This is an optimization exercise on Yosys and OpenROAD, whose aim is small area, a short achievable clock period and few clock cycles per item, not a production implementation. In this exercise RTL edits were held to simulation tests only and were not proved equivalent to the original. No activity file was given, so power comes from the tool's default toggle rates.

==> wip/ember <==
## zs_conv_top
module zs_conv_top #(
    parameter int NUM_PIXELS = 8,
    parameter int IN_ADDR_W  = 12
) (
    input  logic                         clk,
    input  logic                         reset,
    input  logic                         ps_loading,
    output logic [IN_ADDR_W-1:0]         in_addr,
    input  logic [zs_pkg::DATA_W-1:0]    in_rd_value,
    input  logic [zs_pkg::DATA_W-1:0]    in_rd_position,
    output logic [zs_pkg::CHANNEL_W-1:0] weight_addr,
    input  logic [zs_pkg::DATA_W-1:0]    weight_rddata,
    output logic                         out_wr_en,
    output logic [zs_pkg::DATA_W-1:0]    out_wr_addr,
    output logic [zs_pkg::DATA_W-1:0]    out_wr_value,
    output logic [zs_pkg::DATA_W-1:0]    out_wr_position,
    output logic                         pl_need_weights,
    output logic                         pl_need_data
);
    localparam int PASS_W  = $clog2(PASSES);
    localparam int LANE_W  = $clog2(LANES);
    localparam int CELLS   = LANES * NUM_PIXELS;
    localparam int CELL_W  = LANE_W + PIXEL_W;
    localparam int OADDR_W = $clog2(NUM_MAPS * NUM_PIXELS + 1);
    localparam int CNT_W   = $clog2(CELLS + 1);
    localparam int AHEAD   = 4;
    logic                  need;       
    logic                  loading;    
    logic                  first;      
    logic                  issuing;    
    logic [PASS_W-1:0]     ipass;      
    logic [PASS_W-1:0]     wpass;      
    logic [IN_ADDR_W-1:0]  lenm1;      
    logic                  empty;      
    logic                  rd_pend;    
    logic                  rd_last;    
    logic                  s1_v, s2_v, s3_v, s4_v;    
    logic                  s1_e, s2_e, s3_e, s4_e;    
    logic                  s1_stop;                   
    logic [DATA_W-1:0]     v1, v2, v3;
    logic [PIXEL_W-1:0]    p1, p2;
    logic [LANES-1:0][5:0] w3, w4;      
    logic [DATA_W-1:13]    v4;          
  ...
Settings: LEC_CHECK=0, CAP_MARGIN=20, CORE_MARGIN=2, CORE_UTILIZATION=40, SLEW_MARGIN=20; clock period 10.0 ns.
standard.sh (not shown) runs the stock make flow with config.mk's settings and CLKGATE_MAP_FILE= SYNTH_SCRIPT=/design/flow/synth_recipe.tcl, a recipe that flattens the netlist after the stock synthesis.
==> flow/flow/run.sh <==
#!/bin/bash
# The standard layout, with repair_timing aiming for more setup slack than config.mk
# may ask for. Each tool's full output stays in orfs/logs; make's own output in standard.log.
set -euo pipefail
bash standard.sh SETUP_SLACK_MARGIN=6.5 finish > standard.log 2>&1
==> wip/violet: changes against wip/ember <==
==> flow/design.v (replaced) <==
package zs_pkg;
    parameter int DATA_W    = 32;
    parameter int WEIGHT_W  = 4;
    parameter int NUM_MAPS  = 8;    
    parameter int CHANNEL_W = 4;
    parameter int PIXEL_W   = 3;
    parameter int LANES     = 2;
    parameter int PASSES    = NUM_MAPS / LANES;
    parameter logic [DATA_W-1:0] STOP_WORD = '1;
endpackage
`timescale 1ns/1ns
module zs_fetch #(
    parameter int N = 16,
    parameter int W = 5
) (
    input  logic [N-1:0] bits,
    output logic [W-1:0] cnt
);
    if (N == 1) begin : g_leaf
        assign cnt = W'(bits);
    end else begin : g_node
        localparam int H = N / 2;
        logic [W-1:0] lo, hi;
        zs_fetch #(.N(H),     .W(W)) u_lo (.bits(bits[H-1:0]), .cnt(lo));
        zs_fetch #(.N(N - H), .W(W)) u_hi (.bits(bits[N-1:H]), .cnt(hi));
        assign cnt = lo + hi;
    end
endmodule
`timescale 1ns/1ns
import zs_pkg::*;
module zs_pointwise_accum (
    input  logic [DATA_W-1:0]   base,
    input  logic [DATA_W-1:0]   value,
    input  logic [WEIGHT_W-1:0] weight,
    output logic [DATA_W-1:0]   sum
);
    logic one0, two0, neg0, one1, two1, neg1;
    logic [DATA_W-1:0] v2, pp0, pp1, x, s, c;
    logic [DATA_W:0]   t;
    assign one0 = weight[0];
    assign two0 = weight[1] & ~weight[0];
    assign neg0 = weight[1];
    assign one1 = weight[2] ^ weight[1];
    assign two1 = (weight[3] & ~weight[2] & ~weight[1]) | (~weight[3] & weight[2] & weight[1]);
    assign neg1 = weight[3];
    assign v2  = {value[DATA_W-2:0], 1'b0};
    assign pp0 = ({DATA_W{one0}} & value | {DATA_W{two0}} & v2) ^ {DATA_W{neg0}};
    assign pp1 = ({DATA_W{one1}} & value | {DATA_W{two1}} & v2) ^ {DATA_W{neg1}};
    assign x   = {pp1[DATA_W-3:0], neg1, neg1};
    assign s = base ^ pp0 ^ x;
    assign c = (base & pp0) | (base & x) | (pp0 & x);
    assign t   = {s, 1'b1} + {c[DATA_W-2:0], neg0, neg1};
    assign sum = t[DATA_W:1];
endmodule
`timescale 1ns/1ns
module zs_relu_writer #(
    parameter int N = 16,
    parameter int W = 4
) (
    input  logic [N-1:0] pend,
    output logic [W-1:0] idx
);
    always_comb begin
        idx = '0;
        for (int i = N - 1; i >= 0; i--) begin
            if (pend[i]) idx = W'(i);
        end
    end
endmodule
`timescale 1ns/1ns
import zs_pkg::*;
module zs_conv_top #(
    parameter int NUM_PIXELS = 8,
    parameter int IN_ADDR_W  = 12
) (
    input  logic                         clk,
    input  logic                         reset,
    input  logic                         ps_loading,
    output logic [IN_ADDR_W-1:0]         in_addr,
    input  logic [zs_pkg::DATA_W-1:0]    in_rd_value,
    input  logic [zs_pkg::DATA_W-1:0]    in_rd_position,
    output logic [zs_pkg::CHANNEL_W-1:0] weight_addr,
    input  logic [zs_pkg::DATA_W-1:0]    weight_rddata,
    output logic                         out_wr_en,
    output logic [zs_pkg::DATA_W-1:0]    out_wr_addr,
    output logic [zs_pkg::DATA_W-1:0]    out_wr_value,
    output logic [zs_pkg::DATA_W-1:0]    out_wr_position,
    output logic                         pl_need_weights,
    output logic                         pl_need_data
);
    localparam int PASS_W  = $clog2(PASSES);
    localparam int LANE_W  = $clog2(LANES);
    localparam int CELLS   = LANES * NUM_PIXELS;
    localparam int CELL_W  = LANE_W + PIXEL_W;
    localparam int OADDR_W = $clog2(NUM_MAPS * NUM_PIXELS + 1);
    localparam int CNT_W   = $clog2(CELLS + 1);
    localparam int AHEAD   = 4;
    logic                  need;       
    logic                  loading;    
    logic                  first;      
    logic                  issuing;    
    logic [PASS_W-1:0]     ipass;      
    logic [PASS_W-1:0]     wpass;      
    logic [IN_ADDR_W-1:0]  lenm1;      
    logic                  empty;      
    logic                  rd_pend;    
    logic                  rd_last;    
    logic                  s1_v, s2_v, s3_v;    
    logic                  s1_e, s2_e, s3_e;    
    logic                  s1_stop;                   
    logic [DATA_W-1:0]     v1, v2, v3;
    logic [PIXEL_W-1:0]    p1, p2;
    logic [LANES*WEIGHT_W-1:0] w3;
    logic                  t3;         
    logic [LANES-1:0][NUM_PIXELS-1:0][DATA_W-1:0] acc;
    logic [NUM_PIXELS-1:0] touched;    
    logic [CELLS-1:0]      pend;       
    logic [CELLS-1:0]      pend_n;
    logic [PIXEL_W-1:0]    rsel;       
    logic [NUM_PIXELS-1:0] rsel_oh;    
    logic [LANE_W-1:0]     wlane;      
    logic                  wrd;        
    logic                  wr_phase;
    logic                  wdone;
    logic                  wfirst;     
    logic [CNT_W-1:0]      wcnt;       
    logic [CNT_W-1:0]      pcnt;
    logic                  is_stop;
    logic                  start0, startn, more, last_iss;
    logic [CELL_W-1:0]     widx;
    logic [LANES-1:0][DATA_W-1:0] rd, base, sum;
    logic [PIXEL_W-1:0]    rsel_n;
    logic [DATA_W-1:0]     wval;
    assign pl_need_weights = need;
    assign pl_need_data    = need;
    assign is_stop  = rd_pend && first && !s1_stop && (in_rd_position == STOP_WORD);
    assign start0   = loading && !ps_loading;
    assign more     = (wpass != PASS_W'(PASSES - 1)) && !empty;
    assign wdone    = wr_phase && !wrd && (pend == '0);
    assign startn   = wr_phase && ((!wfirst && wcnt <= CNT_W'(AHEAD)) || wdone)
                   && (ipass == wpass) && more;
    assign last_iss = (in_addr == lenm1);
    always_ff @(posedge clk) begin
        if (reset) begin
            need    <= 1'b1;
            loading <= 1'b0;
            first   <= 1'b0;
            issuing <= 1'b0;
            ipass   <= '0;
            in_addr <= '0;
            rd_pend <= 1'b0;
            rd_last <= 1'b0;
            lenm1   <= '0;
            empty   <= 1'b0;
        end else begin
            rd_pend <= 1'b0;
            rd_last <= 1'b0;
            if (need && ps_loading) begin
                need    <= 1'b0;
                loading <= 1'b1;
                ipass   <= '0;
            end
            if (start0) begin
                loading <= 1'b0;
                first   <= 1'b1;
                in_addr <= IN_ADDR_W'(1);
                rd_pend <= 1'b1;
            end
            if (first) begin
                if (s1_stop) begin
                    first   <= 1'b0;
                    in_addr <= '0;
                    lenm1   <= in_addr - IN_ADDR_W'(3);
                    empty   <= (in_addr == IN_ADDR_W'(2));
                end else begin
                    in_addr <= in_addr + 1'b1;
                    rd_pend <= 1'b1;
                end
            end
            if (startn || issuing) begin
                rd_pend <= 1'b1;
                rd_last <= last_iss;
                issuing <= !last_iss;
                in_addr <= last_iss ? '0 : in_addr + 1'b1;
            end
            if (startn) begin
                ipass <= ipass + 1'b1;
            end
            if (wdone && !more) begin
                need <= 1'b1;   
            end
        end
    end
    always_ff @(posedge clk) begin
        v1          <= in_rd_value;
        p1          <= in_rd_position[PIXEL_W-1:0];
        weight_addr <= in_rd_position[8 +: CHANNEL_W];
        v2          <= v1;
        p2          <= p1;
        v3          <= v2;
        w3          <= weight_rddata[ipass*LANES*WEIGHT_W +: LANES*WEIGHT_W];
        t3          <= !s3_e && (touched[p2] || (s3_v && rsel == p2));
        if (reset) begin
            s1_v    <= 1'b0;
            s2_v    <= 1'b0;
            s3_v    <= 1'b0;
            s1_e    <= 1'b0;
            s2_e    <= 1'b0;
            s3_e    <= 1'b0;
            s1_stop <= 1'b0;
        end else begin
            s1_v    <= rd_pend && !is_stop && !(first && s1_stop);
            s1_e    <= is_stop || (rd_pend && rd_last);
            s1_stop <= is_stop;
            s2_v    <= s1_v;
            s2_e    <= s1_e;
            s3_v    <= s2_v;
            s3_e    <= s2_e;
        end
    end
    always_comb begin
        for (int l = 0; l < LANES; l++) begin
            rd[l] = '0;
            for (int p = 0; p < NUM_PIXELS; p++) begin
                rd[l] = rd[l] | (acc[l][p] & {DATA_W{rsel_oh[p]}});
            end
        end
    end
    for (genvar l = 0; l < LANES; l++) begin : g_lane
        assign base[l] = t3 ? rd[l] : '0;
        zs_pointwise_accum u_mac (
            .base   (base[l]),
            .value  (v3),
            .weight (w3[l*WEIGHT_W +: WEIGHT_W]),
            .sum    (sum[l])
        );
    end
    always_ff @(posedge clk) begin
        for (int l = 0; l < LANES; l++) begin
            for (int p = 0; p < NUM_PIXELS; p++) begin
                if (s3_v && rsel_oh[p]) acc[l][p] <= sum[l];
            end
        end
    end
    always_comb begin
        pend_n = pend;
        if (wrd) pend_n[{wlane, rsel}] = 1'b0;
    end
    zs_relu_writer #(.N(CELLS), .W(CELL_W)) u_pick (
        .pend (pend_n),
        .idx  (widx)
    );
    zs_fetch #(.N(CELLS), .W(CNT_W)) u_count (
        .bits (pend),
        .cnt  (pcnt)
    );
    assign wval   = rd[wlane];
    assign rsel_n = s2_v ? p2 : widx[PIXEL_W-1:0];
    logic                 o_stop;
    logic [PASS_W-1:0]    o_pass;
    logic [LANE_W-1:0]    o_lane;
    logic [PIXEL_W-1:0]   o_pix;
    logic [OADDR_W-1:0]   o_addr;
    always_ff @(posedge clk) begin
        rsel    <= rsel_n;
        rsel_oh <= NUM_PIXELS'(1) << rsel_n;
        wlane <= widx[PIXEL_W +: LANE_W];
        if (reset) begin
            touched   <= '0;
            pend      <= '0;
            wr_phase  <= 1'b0;
            wrd       <= 1'b0;
            wfirst    <= 1'b0;
            wcnt      <= '0;
            wpass     <= '0;
            out_wr_en <= 1'b0;
            o_addr    <= '0;
        end else begin
            if (need) o_addr <= '0;
            else      o_addr <= o_addr + OADDR_W'(out_wr_en);
            wrd       <= wr_phase && (pend_n != '0);
            wfirst    <= s3_e;
            if (wfirst)   wcnt <= pcnt;
            else if (wrd) wcnt <= wcnt - 1'b1;
            out_wr_en <= (wrd && wval != '0) || (wdone && !more);
            if (s3_v) begin
                touched[rsel] <= 1'b1;
                for (int l = 0; l < LANES; l++) pend[l*NUM_PIXELS + rsel] <= !sum[l][DATA_W-1];
            end
            if (s3_e) begin
                touched  <= '0;
                wr_phase <= 1'b1;
                wpass    <= ipass;
            end
            if (wrd)   pend     <= pend_n;
            if (wdone) wr_phase <= 1'b0;
        end
    end
    always_ff @(posedge clk) begin
        o_stop       <= !wrd;
        o_pass       <= wpass;
        o_lane       <= wlane;
        o_pix        <= rsel;
        out_wr_value <= wrd ? wval : STOP_WORD;
    end
    assign out_wr_addr     = DATA_W'(o_addr);
    assign out_wr_position = o_stop ? STOP_WORD
                           : (DATA_W'({o_pass, o_lane}) << 8) | DATA_W'(o_pix);
endmodule
==> wip/juniper: changes against wip/ember <==
--- a/flow/design.v
+++ b/flow/design.v
@@ -134,14 +134,15 @@
     logic [LANES-1:0][5:0] w3, w4;      
     logic [DATA_W-1:13]    v4;          
     logic [PIXEL_W-1:0]    rsel4;       
     logic [LANES-1:0][1:0] cy4;         
     logic [LANES-1:0][5:0] booth;
     logic [LANES-1:0][NUM_PIXELS-1:0][DATA_W-1:0] acc;
     logic [NUM_PIXELS-1:0] touched;    
+    logic [CELLS-1:0]      todo;       
     logic [CELLS-1:0]      pend;       
     logic [CELLS-1:0]      pend_n;
     logic [PIXEL_W-1:0]    rsel;       
     logic [NUM_PIXELS-1:0] rd_oh;      
     logic [NUM_PIXELS-1:0] rdh_oh;     
     logic [LANE_W-1:0]     wlane;      
     logic                  wrd;        
@@ -307,42 +308,49 @@
             for (int p = 0; p < NUM_PIXELS; p++) begin
                 if (s3_v && rsel  == PIXEL_W'(p)) acc[l][p][15:0]  <= sum_lo[l];
                 if (s4_v && rsel4 == PIXEL_W'(p)) acc[l][p][31:16] <= sum_hi[l];
             end
         end
     end
     always_comb begin
+        for (int l = 0; l < LANES; l++) begin
+            for (int p = 0; p < NUM_PIXELS; p++) begin
+                pend[l*NUM_PIXELS + p] = todo[l*NUM_PIXELS + p] && !acc[l][p][DATA_W-1];
+            end
+        end
+    end
+    always_comb begin
         pend_n = pend;
         if (wrd) pend_n[{wlane, rsel}] = 1'b0;
     end
     zs_first_set #(.N(CELLS), .W(CELL_W)) u_pick (
         .pend (pend_n),
         .idx  (widx)
     );
     zs_fetch #(.N(CELLS), .W(CNT_W)) u_count (
         .bits (pend),
         .cnt  (pcnt)
     );
     assign wval   = rd[wlane];
     assign rsel_n = s2_v ? p2 : widx[PIXEL_W-1:0];
-    logic                 o_stop;
-    logic [PASS_W-1:0]    o_pass;
-    logic [LANE_W-1:0]    o_lane;
+    logic                 o_stop_hi;    
+    logic                 o_stop_lo;    
+    logic [2:0]           o_map;
     logic [PIXEL_W-1:0]   o_pix;
     logic [OADDR_W-1:0]   o_addr;
     always_ff @(posedge clk) begin
         rsel    <= rsel_n;
         if (s2_v && !(!s3_e && (touched[p2] || (s3_v && rsel == p2)))) rd_oh <= '0;
         else rd_oh <= NUM_PIXELS'(1) << rsel_n;
         if (s3_v) rdh_oh <= rd_oh;
         else      rdh_oh <= NUM_PIXELS'(1) << rsel_n;
         wlane <= widx[PIXEL_W +: LANE_W];
         if (reset) begin
             touched   <= '0;
-            pend      <= '0;
+            todo      <= '0;
             wr_phase  <= 1'b0;
             wrd       <= 1'b0;
             wfirst    <= 1'b0;
             wcnt      <= '0;
             wpass     <= '0;
             out_wr_en <= 1'b0;
             o_addr    <= '0;
@@ -353,28 +361,28 @@
             wfirst    <= s4_e;
             if (wfirst)   wcnt <= pcnt;
             else if (wrd) wcnt <= wcnt - 1'b1;
             out_wr_en <= (wrd && wval != '0) || (wdone && !more);
             if (s3_v) touched[rsel] <= 1'b1;
             if (s3_e) touched <= '0;
             if (s4_v) begin
-                for (int l = 0; l < LANES; l++) pend[l*NUM_PIXELS + rsel4] <= !sum_hi[l][15];
+                for (int l = 0; l < LANES; l++) todo[l*NUM_PIXELS + rsel4] <= 1'b1;
             end
             if (s4_e) begin
                 wr_phase <= 1'b1;
                 wpass    <= ipass;
             end
-            if (wrd)   pend     <= pend_n;
+            if (wrd)   todo     <= todo & pend_n;
+            if (wdone) todo     <= '0;
             if (wdone) wr_phase <= 1'b0;
         end
     end
     always_ff @(posedge clk) begin
-        o_stop       <= !wrd;
-        o_pass       <= wpass;
-        o_lane       <= wlane;
-        o_pix        <= rsel;
+        o_stop_hi    <= !wrd;
+        o_stop_lo    <= wdone && !more;
+        o_map        <= wrd ? 3'({wpass, wlane}) : 3'b111;
+        o_pix        <= wrd ? rsel : '1;
         out_wr_value <= wrd ? wval : STOP_WORD;
     end
     assign out_wr_addr     = DATA_W'(o_addr);
-    assign out_wr_position = o_stop ? STOP_WORD
-                           : (DATA_W'({o_pass, o_lane}) << 8) | DATA_W'(o_pix);
+    assign out_wr_position = {{16{o_stop_hi}}, {5{o_stop_lo}}, o_map, {5{o_stop_lo}}, o_pix};
 endmodule
==> flow/flow/run.sh (replaced) <==
#!/bin/bash
# The standard layout, with repair_timing aiming for more setup slack than config.mk
# may ask for. Each tool's full output stays in orfs/logs; make's own output in standard.log.
set -euo pipefail
bash standard.sh SETUP_SLACK_MARGIN=7 finish > standard.log 2>&1
--- a/flow/config.mk
+++ b/flow/config.mk
@@ -4,8 +4,11 @@
 export VERILOG_FILES = /design/flow/design.v
 export SDC_FILE = /design/flow/constraint.sdc
 export NUM_CORES = 4
 export LEC_CHECK = 0
 export CAP_MARGIN = 20
 export CORE_MARGIN = 2
 export CORE_UTILIZATION = 40
+export CTS_CLUSTER_DIAMETER = 80
+export CTS_CLUSTER_SIZE = 25
 export SLEW_MARGIN = 20
+export TNS_END_PERCENT = 5
==> qor summary <==
metric                                                                          wip/ember               wip/juniper  wip/violet
Run status                                               no timing/DRC/antenna violations  no timing/DRC/antenna violations  no timing/DRC/antenna violations
Routed met3 length                                                                7530 um                   7000 um    10100 um
Areal power density over the cells                                             353 nW/um2                196 nW/um2  197 nW/um2
Final standard cell count with taps included and fillers excluded                    4374                      4290        4741
Static Leak                                                                       16.1 nW                   15.6 nW     17.4 nW
Synth Area in Simple Gates                                                          7.62%                     8.56%       9.44%
Nets@finish                                                                          3399                      3349        3760
Num sequential                                                                        808                       812         760
Wire length of the first global-routing pass                                    157000 um                 157000 um   167000 um
Count of different cell masters after synthesis                                        97                        84          80
Final design utilization                                                            50.5%                     48.4%       54.2%
Clock share of power                                                                20.2%                     23.4%       32.4%
Summed instance area of the synthesized netlist                                 36000 um2                 36200 um2   36000 um2
Die Span X                                                                         304 um                    305 um      304 um
Total wire length after detailed routing                                        104000 um                 104000 um   118000 um
Number of vias per cell                                                              5.64                      5.74        5.89
Internal power consumption                                                        10.1 mW                   5.95 mW     6.78 mW
Worst path most repeated cell                                      sky130_fd_sc_hd__buf_4  sky130_fd_sc_hd__nand4_1           -
Testbench counts of wip/ember, summed over its fixed seeds: cycles 51,050, layers 256.
Testbench counts of wip/violet, summed over its fixed seeds: cycles 50,026, layers 256.
Testbench counts of wip/juniper, summed over its fixed seeds: cycles 51,050, layers 256.

==> separate check: timing with driven ports <==
The flow's constraints put no driver on any port. The routed layouts listed below were extracted and timed again, unchanged, in two steps.
Step 1 assumes that a clkbuf_16 drives the clock port and a buf_2 every other input.
Step 2, shift: input delay + t, output delay - t, t = (earliest + latest rising clock arrival at the registers) / 2. This alone moves slack from input paths to output paths.
Three values: ideal ports, drivers, drivers and shift; two values: the first two.
run	t (ns)	setup slack, ns	latest minus earliest clock arrival (ns)	worst slew at a driven data input, ns	pins driven straight from the clock port
wip/ember	0.710	6.055 / 6.055 / 6.035	0.035 / 0.035	0.05	1
wip/violet	0.717	5.532 / 5.532 / 5.532	0.031 / 0.030	0.05	1
wip/juniper	0.692	6.406 / 6.388 / 6.035	0.047 / 0.046	0.05	1
After both steps setup and hold are still met in every run listed. The setup slack of wip/juniper, which loses most, moves by -0.018 ns with the drivers and by -0.371 ns with both steps.
